What follows belongs to an exercise in optimizing a design on an open flow for a short achievable clock period and few clock cycles; a production flow would make more cautious choices. Only simulation tests tie the RTL to the original design; equivalence was not proved.

==> flow/run.sh <==
#!/bin/bash
# synth_recipe.tcl (not shown) runs the flow's synth.tcl, then flattens the netlist and writes it again
# the make line also repeats each setting of config.mk as NAME=value (left out here)
make -C /OpenROAD-flow-scripts/flow DESIGN_CONFIG=/design/flow/config.mk WORK_HOME=/design/flow/orfs CLKGATE_MAP_FILE= SYNTH_SCRIPT=/design/flow/synth_recipe.tcl finish
==> flow/config.mk <==
export PLATFORM = sky130hd
export DESIGN_NAME = eccMemTop
export DESIGN_NICKNAME = eccMemTop
export VERILOG_FILES = /design/flow/design.v
export SDC_FILE = /design/flow/constraint.sdc
export NUM_CORES = 4
export LEC_CHECK = 0
export CAP_MARGIN = 20
export CORE_MARGIN = 2
export CORE_UTILIZATION = 25
export PLACE_DENSITY = 0.35
export SLEW_MARGIN = 20
export SYNTH_MEMORY_MAX_BITS = 8192
==> flow/constraint.sdc <==
create_clock -name core_clock -period 5.0 [get_ports {clk}]
set_input_delay 1.0000 -clock core_clock [delete_from_list [all_inputs] [get_ports {clk}]]
set_output_delay 1.0000 -clock core_clock [all_outputs]
set_load 0.01 [all_outputs]
==> flow/design.v <==
package eccPkg;
   typedef logic [3:0] nibbleT;
   typedef logic [7:0] codeByteT;
   typedef logic [31:0] dataWordT;
   typedef logic [63:0] codeWordT;
   typedef logic [11:0] axiAddrT;
   typedef logic [1:0] respT;
   typedef logic [15:0] cntT;
   localparam respT RESP_OKAY = 2'b00;
   localparam respT RESP_SLVERR = 2'b10;
   localparam axiAddrT REG_BASE = 12'h800;
   localparam axiAddrT REG_INJ_LO = 12'h800;
   localparam axiAddrT REG_INJ_HI = 12'h804;
   localparam axiAddrT REG_CORR_CNT = 12'h808;
   localparam axiAddrT REG_UNCORR_CNT = 12'h80C;
endpackage
`timescale 1ns/10ps
module hammingNibbleDecoder (
   input eccPkg::codeByteT codeIn,
   output eccPkg::nibbleT dataOut,
   output logic errAny,
   output logic errMulti
);
   logic [3:0] syndrome;
   logic [3:0] flipBit;
   assign syndrome[0] = codeIn[0] ^ codeIn[3] ^ codeIn[5] ^ codeIn[6];
   assign syndrome[1] = codeIn[1] ^ codeIn[3] ^ codeIn[5] ^ codeIn[7];
   assign syndrome[2] = codeIn[2] ^ codeIn[3] ^ codeIn[6] ^ codeIn[7];
   assign syndrome[3] = codeIn[4] ^ codeIn[5] ^ codeIn[6] ^ codeIn[7];
   assign errAny = |syndrome;
   assign errMulti = errAny && !(^syndrome);
   assign flipBit[0] = (syndrome == 4'b0111);
   assign flipBit[1] = (syndrome == 4'b1011);
   assign flipBit[2] = (syndrome == 4'b1101);
   assign flipBit[3] = (syndrome == 4'b1110);
   assign dataOut = {codeIn[7], codeIn[6], codeIn[5], codeIn[3]} ^ flipBit;
endmodule
`timescale 1ns/10ps
module eccEncodeStage #(
   parameter int IDX_W = 6
) (
   input logic clk,
   input logic rstN,
   input eccPkg::codeWordT injMask,
   output logic injUsed,
   input logic reqValid,
   input logic reqWr,
   input logic [IDX_W-1:0] reqIdx,
   input eccPkg::dataWordT reqData,
   output logic storeValid,
   output logic storeWr,
   output logic [IDX_W-1:0] storeIdx,
   output eccPkg::codeWordT storeCode
);
   eccPkg::codeWordT encoded;
   function automatic eccPkg::codeByteT encodeNibble(eccPkg::nibbleT d);
      eccPkg::codeByteT c;
      c[0] = d[0] ^ d[1] ^ d[2];
      c[1] = d[0] ^ d[1] ^ d[3];
      c[2] = d[0] ^ d[2] ^ d[3];
      c[3] = d[0];
      c[4] = d[1] ^ d[2] ^ d[3];
      c[5] = d[1];
      c[6] = d[2];
      c[7] = d[3];
      encodeNibble = c;
   endfunction
   always_comb begin
      for (int n = 0; n < 8; n++) begin
         encoded[8*n +: 8] = encodeNibble(reqData[4*n +: 4]);
      end
   end
   always_ff @(posedge clk) begin
      if (!rstN) begin
         storeValid <= 1'b0;
         injUsed <= 1'b0;
      end else begin
         storeValid <= reqValid;
         injUsed <= reqValid && reqWr;
      end
   end
   always_ff @(posedge clk) begin
      storeWr <= reqWr;
      storeIdx <= reqIdx;
      storeCode <= reqWr ? (encoded ^ injMask) : '0;
   end
endmodule
`timescale 1ns/10ps
module eccStore #(
   parameter int DEPTH = 64,
   parameter int IDX_W = 6
) (
   input logic clk,
   input logic rstN,
   input logic wrValid,
   input logic wrWr,
   input logic [IDX_W-1:0] wrIdx,
   input eccPkg::codeWordT wrCode,
   output logic rdValid,
   output eccPkg::codeWordT rdCode
);
   eccPkg::codeWordT mem [DEPTH];
   always_ff @(posedge clk) begin
      if (wrValid && wrWr) begin
         mem[wrIdx] <= wrCode;
      end
   end
   always_ff @(posedge clk) begin
      if (!rstN) begin
         rdValid <= 1'b0;
      end else begin
         rdValid <= wrValid && !wrWr;
      end
   end
   always_ff @(posedge clk) begin
      rdCode <= mem[wrIdx];
   end
endmodule
`timescale 1ns/10ps
module eccDecodeStage (
   input logic clk,
   input logic rstN,
   input logic rdValid,
   input eccPkg::codeWordT rdCode,
   output logic rspValid,
   output eccPkg::dataWordT rspData,
   output logic rspCorrected,
   output logic rspUncorrectable
);
   eccPkg::dataWordT fixedData;
   logic [7:0] nibAny;
   logic [7:0] nibMulti;
   for (genvar n = 0; n < 8; n++) begin : gNib
      hammingNibbleDecoder uDec (
         .codeIn(rdCode[8*n +: 8]),
         .dataOut(fixedData[4*n +: 4]),
         .errAny(nibAny[n]),
         .errMulti(nibMulti[n])
      );
   end
   always_ff @(posedge clk) begin
      if (!rstN) begin
         rspValid <= 1'b0;
      end else begin
         rspValid <= rdValid;
      end
   end
   always_ff @(posedge clk) begin
      rspData <= fixedData;
      rspUncorrectable <= |nibMulti;
      rspCorrected <= (|nibAny) && !(|nibMulti);
   end
endmodule
`timescale 1ns/10ps
module eccAxiFront #(
   parameter int DEPTH = 64
) (
   input logic clk,
   input logic rstN,
   input logic awValid,
   output logic awReady,
   input eccPkg::axiAddrT awAddr,
   input logic wValid,
   output logic wReady,
   input eccPkg::dataWordT wData,
   output logic bValid,
   input logic bReady,
   output eccPkg::respT bResp,
   input logic arValid,
   output logic arReady,
   input eccPkg::axiAddrT arAddr,
   output logic rValid,
   input logic rReady,
   output eccPkg::dataWordT rData,
   output eccPkg::respT rResp,
   output logic reqValid,
   output logic reqWr,
   output logic [$clog2(DEPTH)-1:0] reqIdx,
   output eccPkg::dataWordT reqData,
   output eccPkg::codeWordT injMask,
   input logic injUsed,
   input logic rspValid,
   input eccPkg::dataWordT rspData,
   input logic rspCorrected,
   input logic rspUncorrectable
);
   localparam int IDX_W = $clog2(DEPTH);
   typedef enum logic [1:0] {stIdle, stWaitPipe, stRespond} stateT;
   stateT state;
   logic wrAccept, rdAccept, accept;
   eccPkg::axiAddrT curAddr;
   logic dataHit;
   logic isWrQ, hitQ;
   eccPkg::axiAddrT addrQ;
   eccPkg::dataWordT wDataQ;
   logic regDone, wrDone, rdDone;
   eccPkg::respT regResp;
   eccPkg::dataWordT regRdata;
   eccPkg::cntT corrCnt, uncorrCnt;
   assign wrAccept = (state == stIdle) && awValid && wValid;
   assign rdAccept = (state == stIdle) && !awValid && arValid;
   assign accept = wrAccept || rdAccept;
   assign awReady = wrAccept;
   assign wReady = wrAccept;
   assign arReady = rdAccept;
   assign curAddr = wrAccept ? awAddr : arAddr;
   assign dataHit = (curAddr < eccPkg::REG_BASE) && (curAddr[11:2] < 10'(DEPTH));
   assign regDone = (state == stWaitPipe) && !hitQ;
   assign wrDone = (state == stWaitPipe) && hitQ && isWrQ && injUsed;
   assign rdDone = (state == stWaitPipe) && hitQ && !isWrQ && rspValid;
   always_comb begin
      regResp = eccPkg::RESP_OKAY;
      regRdata = '0;
      case (addrQ)
         eccPkg::REG_INJ_LO: regRdata = injMask[31:0];
         eccPkg::REG_INJ_HI: regRdata = injMask[63:32];
         eccPkg::REG_CORR_CNT: regRdata = eccPkg::dataWordT'(corrCnt);
         eccPkg::REG_UNCORR_CNT: regRdata = eccPkg::dataWordT'(uncorrCnt);
         default: regResp = eccPkg::RESP_SLVERR;
      endcase
   end
   always_ff @(posedge clk) begin
      if (!rstN) begin
         state <= stIdle;
         reqValid <= 1'b0;
         bValid <= 1'b0;
         rValid <= 1'b0;
         injMask <= '0;
         corrCnt <= '0;
         uncorrCnt <= '0;
      end else begin
         reqValid <= 1'b0;
         if (injUsed) begin
            injMask <= '0;
         end
         case (state)
            stIdle: begin
               if (accept) begin
                  state <= stWaitPipe;
                  reqValid <= dataHit;
               end
            end
            stWaitPipe: begin
               if (regDone || wrDone || rdDone) begin
                  state <= stRespond;
                  bValid <= isWrQ;
                  rValid <= !isWrQ;
               end
               if (regDone && isWrQ) begin
                  case (addrQ)
                     eccPkg::REG_INJ_LO: injMask[31:0] <= wDataQ;
                     eccPkg::REG_INJ_HI: injMask[63:32] <= wDataQ;
                     eccPkg::REG_CORR_CNT: corrCnt <= '0;
                     eccPkg::REG_UNCORR_CNT: uncorrCnt <= '0;
                     default: ;
                  endcase
               end
               if (rdDone) begin
                  if (rspCorrected && corrCnt != '1) begin
                     corrCnt <= corrCnt + eccPkg::cntT'(1);
                  end
                  if (rspUncorrectable && uncorrCnt != '1) begin
                     uncorrCnt <= uncorrCnt + eccPkg::cntT'(1);
                  end
               end
            end
            stRespond: begin
               if ((bValid && bReady) || (rValid && rReady)) begin
                  bValid <= 1'b0;
                  rValid <= 1'b0;
                  state <= stIdle;
               end
            end
            default: state <= stIdle;
         endcase
      end
   end
   always_ff @(posedge clk) begin
      if (accept) begin
         isWrQ <= wrAccept;
         hitQ <= dataHit;
         addrQ <= curAddr;
         wDataQ <= wData;
         reqWr <= wrAccept;
         reqIdx <= curAddr[IDX_W+1:2];
         reqData <= wData;
      end
   end
   always_ff @(posedge clk) begin
      if (regDone) begin
         bResp <= regResp;
         rResp <= regResp;
         rData <= regRdata;
      end
      if (wrDone) begin
         bResp <= eccPkg::RESP_OKAY;
      end
      if (rdDone) begin
         rData <= rspData;
         rResp <= rspUncorrectable ? eccPkg::RESP_SLVERR : eccPkg::RESP_OKAY;
      end
   end
endmodule
`timescale 1ns/10ps
module eccMemTop #(
   parameter int DEPTH = 64
) (
   input logic clk,
   input logic rstN,
   input logic awValid,
   output logic awReady,
   input eccPkg::axiAddrT awAddr,
   input logic wValid,
   output logic wReady,
   input eccPkg::dataWordT wData,
   output logic bValid,
   input logic bReady,
   output eccPkg::respT bResp,
   input logic arValid,
   output logic arReady,
   input eccPkg::axiAddrT arAddr,
   output logic rValid,
   input logic rReady,
   output eccPkg::dataWordT rData,
   output eccPkg::respT rResp
);
   localparam int IDX_W = $clog2(DEPTH);
   eccPkg::codeWordT injMask;
   logic injUsed;
   logic rspValid;
   eccPkg::dataWordT rspData;
   logic rspCorrected;
   logic rspUncorrectable;
   logic reqValid, reqWr;
   logic [IDX_W-1:0] reqIdx;
   eccPkg::dataWordT reqData;
   logic storeValid, storeWr;
   logic [IDX_W-1:0] storeIdx;
   eccPkg::codeWordT storeCode;
   logic rdValid;
   eccPkg::codeWordT rdCode;
   eccAxiFront #(.DEPTH(DEPTH)) uFront (
      .clk(clk), .rstN(rstN),
      .awValid(awValid), .awReady(awReady), .awAddr(awAddr),
      .wValid(wValid), .wReady(wReady), .wData(wData),
      .bValid(bValid), .bReady(bReady), .bResp(bResp),
      .arValid(arValid), .arReady(arReady), .arAddr(arAddr),
      .rValid(rValid), .rReady(rReady), .rData(rData), .rResp(rResp),
      .reqValid(reqValid), .reqWr(reqWr), .reqIdx(reqIdx), .reqData(reqData),
      .injMask(injMask), .injUsed(injUsed),
      .rspValid(rspValid), .rspData(rspData),
      .rspCorrected(rspCorrected), .rspUncorrectable(rspUncorrectable)
   );
   eccEncodeStage #(.IDX_W(IDX_W)) uEncode (
      .clk(clk), .rstN(rstN),
      .injMask(injMask), .injUsed(injUsed),
      .reqValid(reqValid), .reqWr(reqWr), .reqIdx(reqIdx), .reqData(reqData),
      .storeValid(storeValid), .storeWr(storeWr), .storeIdx(storeIdx),
      .storeCode(storeCode)
   );
   eccStore #(.DEPTH(DEPTH), .IDX_W(IDX_W)) uStore (
      .clk(clk), .rstN(rstN),
      .wrValid(storeValid), .wrWr(storeWr), .wrIdx(storeIdx), .wrCode(storeCode),
      .rdValid(rdValid), .rdCode(rdCode)
   );
   eccDecodeStage uDecode (
      .clk(clk), .rstN(rstN),
      .rdValid(rdValid), .rdCode(rdCode),
      .rspValid(rspValid), .rspData(rspData),
      .rspCorrected(rspCorrected), .rspUncorrectable(rspUncorrectable)
   );
endmodule
==> notes.md <==
report_power, final:
part	total (mW)	switching, mW	internal, mW
combinational	10.9	7.58	3.30
clock	38.2	16.2	22.1
sequential	43.4	1.50	41.9
worst max-delay path, stage by stage (launching register included):
cell	delay [ns]
dfxtp_4	0.87
buf_12	0.42
buf_4	0.44
mux4_2	0.56
a22o_1	0.34
a2111oi_0	0.88
nand3_1	0.39
sequential cells by signal (all words and copies together) (netlist names), 2 cells and up:
signal and flops:
uFront.rData 32, uFront.corrCnt 16, uEncode.storeIdx 6, uFront.state 2, uFront.uncorrCnt 16, uFront.addrQ 12
uFront.injMask 64, uStore.rdCode 64, uFront.reqData 32, uStore.mem 4096, uEncode.storeCode 64, uDecode.rspData 32
cell type report:
| type | count | area [sq um] |
|---|---|---|
| inverters | 59 | 244.0 |
| clock inverters | 252 | 2397 |
| well taps | 9027 | 11290 |
| multi-input cells | 4315 | 37520 |
| fillers | 66920 | 479000 |
| repair buffers | 677 | 7899 |
| diodes | 31 | 77.57 |
| flip-flops and latches | 4450 | 131000 |
| clock buffers | 702 | 14450 |
worst min path at each step:
stage / start / to / cells after the start
after floorplan: uFront.addrQ[7] / uEncode.storeIdx[5] / 0
after global placement: uEncode.storeWr / uStore.rdValid / 1
after detailed placement: uEncode.storeWr / uStore.rdValid / 1
after CTS: wData[8] / uFront.reqData[8] / 1
after global routing: wData[8] / uFront.reqData[8] / 1
final: uEncode.storeWr / uStore.rdValid / 1
routing by layer:
metal  up-vias  track usage  part of all wire
met5         -            0          0.000078
met2      5078       0.3752              0.47
met4        12      0.05210             0.025
met3       847      0.02857             0.064
li1      39870            -                 -
met1     57660       0.3239              0.44
logic make-up after synthesis:
logic type,share of synthesized area
simple gates,0.02758
other cells,0.00002190
mux,0.08834
flops,0.7642
compound gates,0.08112
xor+xnor,0.01294
fa+ha+maj,0.004822
buf+inv,0.02102
metrics by stage:
step / hold slack (ns) / util / instance area (sq um)
2_1_floorplan: 0.3484 / - / 171300
3_3_place_gp: 0.3946 / 0.2747 / 187800
3_5_place_dp: 0.3975 / 0.2748 / 187900
4_1_cts: 0.3597 / 0.2994 / 204800
5_1_grt: 0.4025 / 0.2995 / 204800
6_report: 0.4053 / 0.2996 / 204900
cell usage after synthesis, drive strengths merged, types with 64 or more instances:
cell type / instances / area (sq um)
ha: 66 / 825.8
mux2i: 439 / 4394
a222oi: 64 / 640.6
nand2: 279 / 1050
xor2: 91 / 797.0
xnor2: 162 / 1419
and2: 79 / 494.2
a221oi: 406 / 3556
o22ai: 181 / 1132
a21oi: 341 / 1707
dfxtp: 275 / 5505
a22oi: 362 / 2718
nor2: 319 / 1197
mux2: 322 / 3626
clkbuf: 201 / 754.5
edfxtp: 4175 / 125400
o21ai: 255 / 1276
buf: 434 / 2624
mux4: 315 / 7109
==> impl_metrics.csv <==
group,metric,value,unit
floorplanning,io_pins,104,
clock_tree,clkLatencyLatePin,1.10,ns
finish,final_cell_mix,"edfxtp_1, clkbuf_16, mux2i_1, a221oi_1, buf_4",
yosys,synth_area_per_cell,18.11,sq um
detailed_routing,drc_errors,0,
yosys,synth_warnings,4,
yosys,mappedNetlistArea,171300,sq um
clock_tree,cts_resized,0,
worst_setup_path,reg2reg_from,"uEncode.storeIdx[0]",
detailed_routing,wl_per_cell,42.01,um
global_routing,grt_pass1_wl,1055000,um
clock_tree,cts_made_buffers,526,
yosys,synth_edf_count,4175,
global_routing,grt.total_usage,0.2288,
floorplanning,core_area,683900,sq um
yosys,syn_inst,9458,
finish,area_delta_synth_final,19.65,%
clock_tree,cts.sinks,4450,
global_routing,globalRoute.totalOverflow,0,
yosys,yosysSeqAreaShare,0.7642,
worst_setup_path,end_kind,"flip-flop",
detailed_routing,dr.pass1.iters,8,
sta,setup_viol,0,
detailed_routing,ant_nets,0,
sta,finalHoldViolations,0,
yosys,synth_cell_types,82,
worst_setup_path,path_max_fanout,51,
finish,layout-drive-gt1-share,0.2042,
floorplanning,die_h,831.7,um
sta,max_slew.worst_pin.slew,1.229,ns
sta,finalSetupTns,0,ns
placed_design,dp_cells,18530,
worst_setup_path,required,5.83,ns
sta,timing.final.crit_share,0.8701,
run_status,status,"finished clean",
clock_tree,path_clk_slew,0.07,ns
yosys,synth-main-ff-cell,"edfxtp_1",
worst_setup_path,path_class,"reg2reg",
floorplanning,start_util,0.2504,
detailed_routing,via_count,103500,
clock_tree,post_cts_buffers,0,
worst_hold_path,hold_path.class,"reg2reg",
power_and_ir_drop,p_leak,65.29,nW
finish,finalNonFillerCells,19510,
worst_setup_path,crit_start,"uEncode.storeIdx[0]",
global_routing,grt_pass1_vias,100300,
floorplanning,die_w,831.7,um
sta,period_minus_slack,4.351,ns
sta,skew,0.05026,ns
finish,final_common_cell,"edfxtp_1",
detailed_routing,drt_wl_total,819800,um
sta,report.final.slew_viol_count,0,
clock_tree,clockBufferDepth,4,
power_and_ir_drop,vdd_ir_drop_max,0.4089,mV
yosys,synth-seq-cells,4450,
detailed_routing,drtIter0Drc,15270,
worst_setup_path,cp-start-kind,"flip-flop",
power_and_ir_drop,report.power.total,92.51,mW
yosys,async_reset_ff_frac,0,
worst_setup_path,r2r_setup_slack,0.65,ns
finish,nets,10160,
placed_design,portBuffers,101,
worst_setup_path,rr_worst_depth,6,
sta,setup_ws,0.6493,ns
global_routing,antenna_found_initial,95,
worst_setup_path,cp-endpoint,"uStore.rdCode[17]",
detailed_routing,routed_via_density,5.303,
sta,maxSlewHeadroom,0.1787,
clock_tree,cts-root-buf,"clkbuf_16",
placed_design,dp_hpwl,458800,um
floorplanning,rows,304,
worst_setup_path,arrival,5.18,ns
clock_tree,cts_tree,"yes",
placed_design,place_congestion,0.7951,
floorplanning,die_area,691700,sq um
run,cap_violations,0,
global_routing,grt_max_degree,71,
placed_design,place_ws,0.6999,ns
clock_tree,h-tree-depth,6,
sta,max_freq,229.8,MHz
power_and_ir_drop,power_density,451.5,nW/um^2
worst_setup_path,reg2reg_to,"uStore.rdCode[17]",
sta,rsz0062_at_grt,"no",
clock_tree,ctsHoldBuffers,0,
Testbench counts, summed over its fixed seeds: cycles 29,103.

## static timing again, ports no longer ideal
In the flow no input, the clock included, has a driving cell. The finished layout below was timed again as built, in two steps. Step 1 assumes that a clkbuf_16 drives the clock port and a buf_2 every other input. Step 2 adds t to the input delays and takes it off the output delays; t is the mean of the earliest and latest rising clock arrival at the registers after step 1. Input paths then give back, and output paths get back, about the clock's delay inside the block. Slacks: ideal / step 1 / step 2; pairs: ideal / step 1.
shift t [ns]: 1.222
slack for setup (ns): 0.649 / 0.649 / 0.649
hold slack, ns: 0.405 / 0.355 / 0.405
After both steps this run still meets setup and hold. The setup slack of this run moves by 0.000 ns with the drivers and by 0.000 ns with both steps.
